This design comes from an exercise in tuning for small area, a short achievable clock period and few clock cycles per item on the open sky130 flow, not from production work.
In this exercise RTL edits were held to simulation tests only and were not proved equivalent to the original.
Power and IR drop assume default switching activity.

Setup of the baseline:
==> flow/design.v (excerpt) <==
module row_activity_bound_checker (
   input  logic        clock,
   input  logic        reset,
   input  logic        req_valid,
   output logic        req_ready,
   input  logic [31:0] req_coefficient,
   input  logic [31:0] req_var_low,
   input  logic        req_var_low_infinite,
   input  logic [31:0] req_var_high,
   input  logic        req_var_high_infinite,
   input  logic [31:0] req_row_low,
   input  logic        req_row_low_infinite,
   input  logic [31:0] req_row_high,
   input  logic        req_row_high_infinite,
   input  logic        req_last_term,
   output logic        rsp_valid,
   input  logic        rsp_ready,
   output logic [63:0] rsp_least_activity,
   output logic        rsp_min_unbounded,
   output logic [63:0] rsp_greatest_activity,
   output logic        rsp_max_unbounded,
   output logic [1:0]  rsp_verdict,
   input  logic        csr_write_en,
   input  logic [15:0] csr_write_data
);
Settings: LEC_CHECK=0, CAP_MARGIN=20, CORE_MARGIN=2, CORE_UTILIZATION=40, SETUP_SLACK_MARGIN=5, SLEW_MARGIN=20, SYNTH_HIERARCHICAL=1, TNS_END_PERCENT=100; clock period 10.0 ns.
run.sh (not shown) runs the stock make flow with config.mk's settings and CLKGATE_MAP_FILE= SYNTH_SCRIPT=/design/flow/synth_recipe.tcl, a recipe that flattens the netlist after the stock synthesis.
Testbench counts of the baseline, summed over its fixed seeds: cycles 24,070, terms 24,046.
Setup changes, the baseline to the candidate
--- a/flow/design.v
+++ b/flow/design.v
@@ -42,40 +42,34 @@
    always_comb begin
       cx = {req_coefficient, 1'b0};
       for (int i = 0; i < 16; i++) begin
          d_one[i] = cx[2*i+1] ^ cx[2*i];
          d_two[i] = (cx[2*i+2] & !cx[2*i+1] & !cx[2*i]) | (!cx[2*i+2] & cx[2*i+1] & cx[2*i]);
       end
    end
    logic               s1_valid;
    logic [15:1]        s1_one;
    logic [15:0]        s1_two;
-   logic [15:0]        s1_one_n, s1_two_n, s1_neg_n;
    logic [31:0]        s1_coef;
    logic [31:0]        s1_b_min, s1_b_max;
    logic               s1_min_inf, s1_max_inf;
    logic signed [31:0] s1_row_low, s1_row_high;
    logic               s1_row_low_inf, s1_row_high_inf, s1_last;
    always_ff @(posedge clock) begin
       if (reset) begin
          s1_valid <= 1'b0;
       end else if (!hold) begin
          s1_valid <= accept;
       end
       if (!hold) begin
          s1_one          <= d_one[15:1];    
          s1_two          <= d_two;
-         s1_one_n        <= ~d_one;
-         s1_two_n        <= ~d_two;
-         for (int i = 0; i < 16; i++) begin
-            s1_neg_n[i]  <= !req_coefficient[2*i+1];
-         end
          s1_coef         <= req_coefficient;
          s1_b_min        <= req_coefficient[31] ? req_var_high : req_var_low;
          s1_b_max        <= req_coefficient[31] ? req_var_low : req_var_high;
          s1_min_inf      <= req_coefficient[31] ? req_var_high_infinite : req_var_low_infinite;
          s1_max_inf      <= req_coefficient[31] ? req_var_low_infinite : req_var_high_infinite;
          s1_row_low      <= req_row_low;
          s1_row_low_inf  <= req_row_low_infinite;
          s1_row_high     <= req_row_high;
          s1_row_high_inf <= req_row_high_infinite;
          s1_last         <= req_last_term;
@@ -88,23 +82,23 @@
    logic signed [32:0] tol_wide;
    assign tol_wide = {17'd0, tolerance};
    always_comb begin
       c_mag       = s1_coef[30:0] ^ {31{s1_coef[31]}};
       significant = {c_mag, s1_coef[31]} > {15'd0, tolerance, 1'b0};
       for (int i = 0; i < 16; i++) begin
          mn_one[i] = (i == 0) ? s1_coef[0] : s1_one[i];
          mn_neg[i] = s1_coef[2*i+1];
       end
       mn_two  = s1_two;
-      mx_one  = ~s1_one_n;
-      mx_two  = ~s1_two_n;
-      mx_neg  = ~s1_neg_n;
+      mx_one  = mn_one;
+      mx_two  = mn_two;
+      mx_neg  = mn_neg;
       hi_eps  = 33'(s1_row_high) + tol_wide;
       lo_eps  = 33'(s1_row_low) - tol_wide;
    end
    wire [34:0] mn_bx = {{2{s1_b_min[31]}}, s1_b_min, 1'b0};
    wire [33:0] mn_pp0 = ({34{mn_one[0]}} & mn_bx[34:1] | {34{mn_two[0]}} & mn_bx[33:0]) ^ {34{mn_neg[0]}};
    wire mn_ppn0 = ~mn_pp0[33];
    wire [33:0] mn_pp1 = ({34{mn_one[1]}} & mn_bx[34:1] | {34{mn_two[1]}} & mn_bx[33:0]) ^ {34{mn_neg[1]}};
    wire mn_ppn1 = ~mn_pp1[33];
    wire [33:0] mn_pp2 = ({34{mn_one[2]}} & mn_bx[34:1] | {34{mn_two[2]}} & mn_bx[33:0]) ^ {34{mn_neg[2]}};
    wire mn_ppn2 = ~mn_pp2[33];
Notes after the runs:
The candidate: full flow OK, the timing, design-rule and antenna checks passed
The baseline → the candidate: first-pass GRT wire length now sits higher, power per cell area fell by 13 mW/mm^2, die width down about 0.65%, average wire per standard cell picked up an extra 1.3 um.
The candidate gives more post-route clock period utilization than the baseline did.
Comparing the baseline with the candidate, the number of filler cells placed in the layout came out essentially unchanged.
Testbench counts of the candidate, summed over its fixed seeds: cycles 24,070, terms 24,046.

[what the ideal ports hide]
In the flow no input, the clock included, has a driving cell. The finished layouts below were timed again as built, in two steps. Step 1, drivers: a clkbuf_16 drives clock and a buf_2 each remaining input, both assumed. Step 2 times the ports against the registers' clock, not the clock port: input delays grow and output delays shrink by t, the midpoint of the rising clock arrivals with the driver on. Three values: ideal ports, drivers, drivers and shift; two values: the first two.
run	t, ns	slack for setup (ns)	worst hold slack (ns)	worst setup path at the end
the baseline	0.854	5.057 / 5.057 / 5.057	0.432 / 0.432 / 0.432	register to register
the candidate	0.868	4.973 / 4.973 / 4.973	0.428 / 0.428 / 0.428	register to register
After both steps every run listed still meets setup and hold.
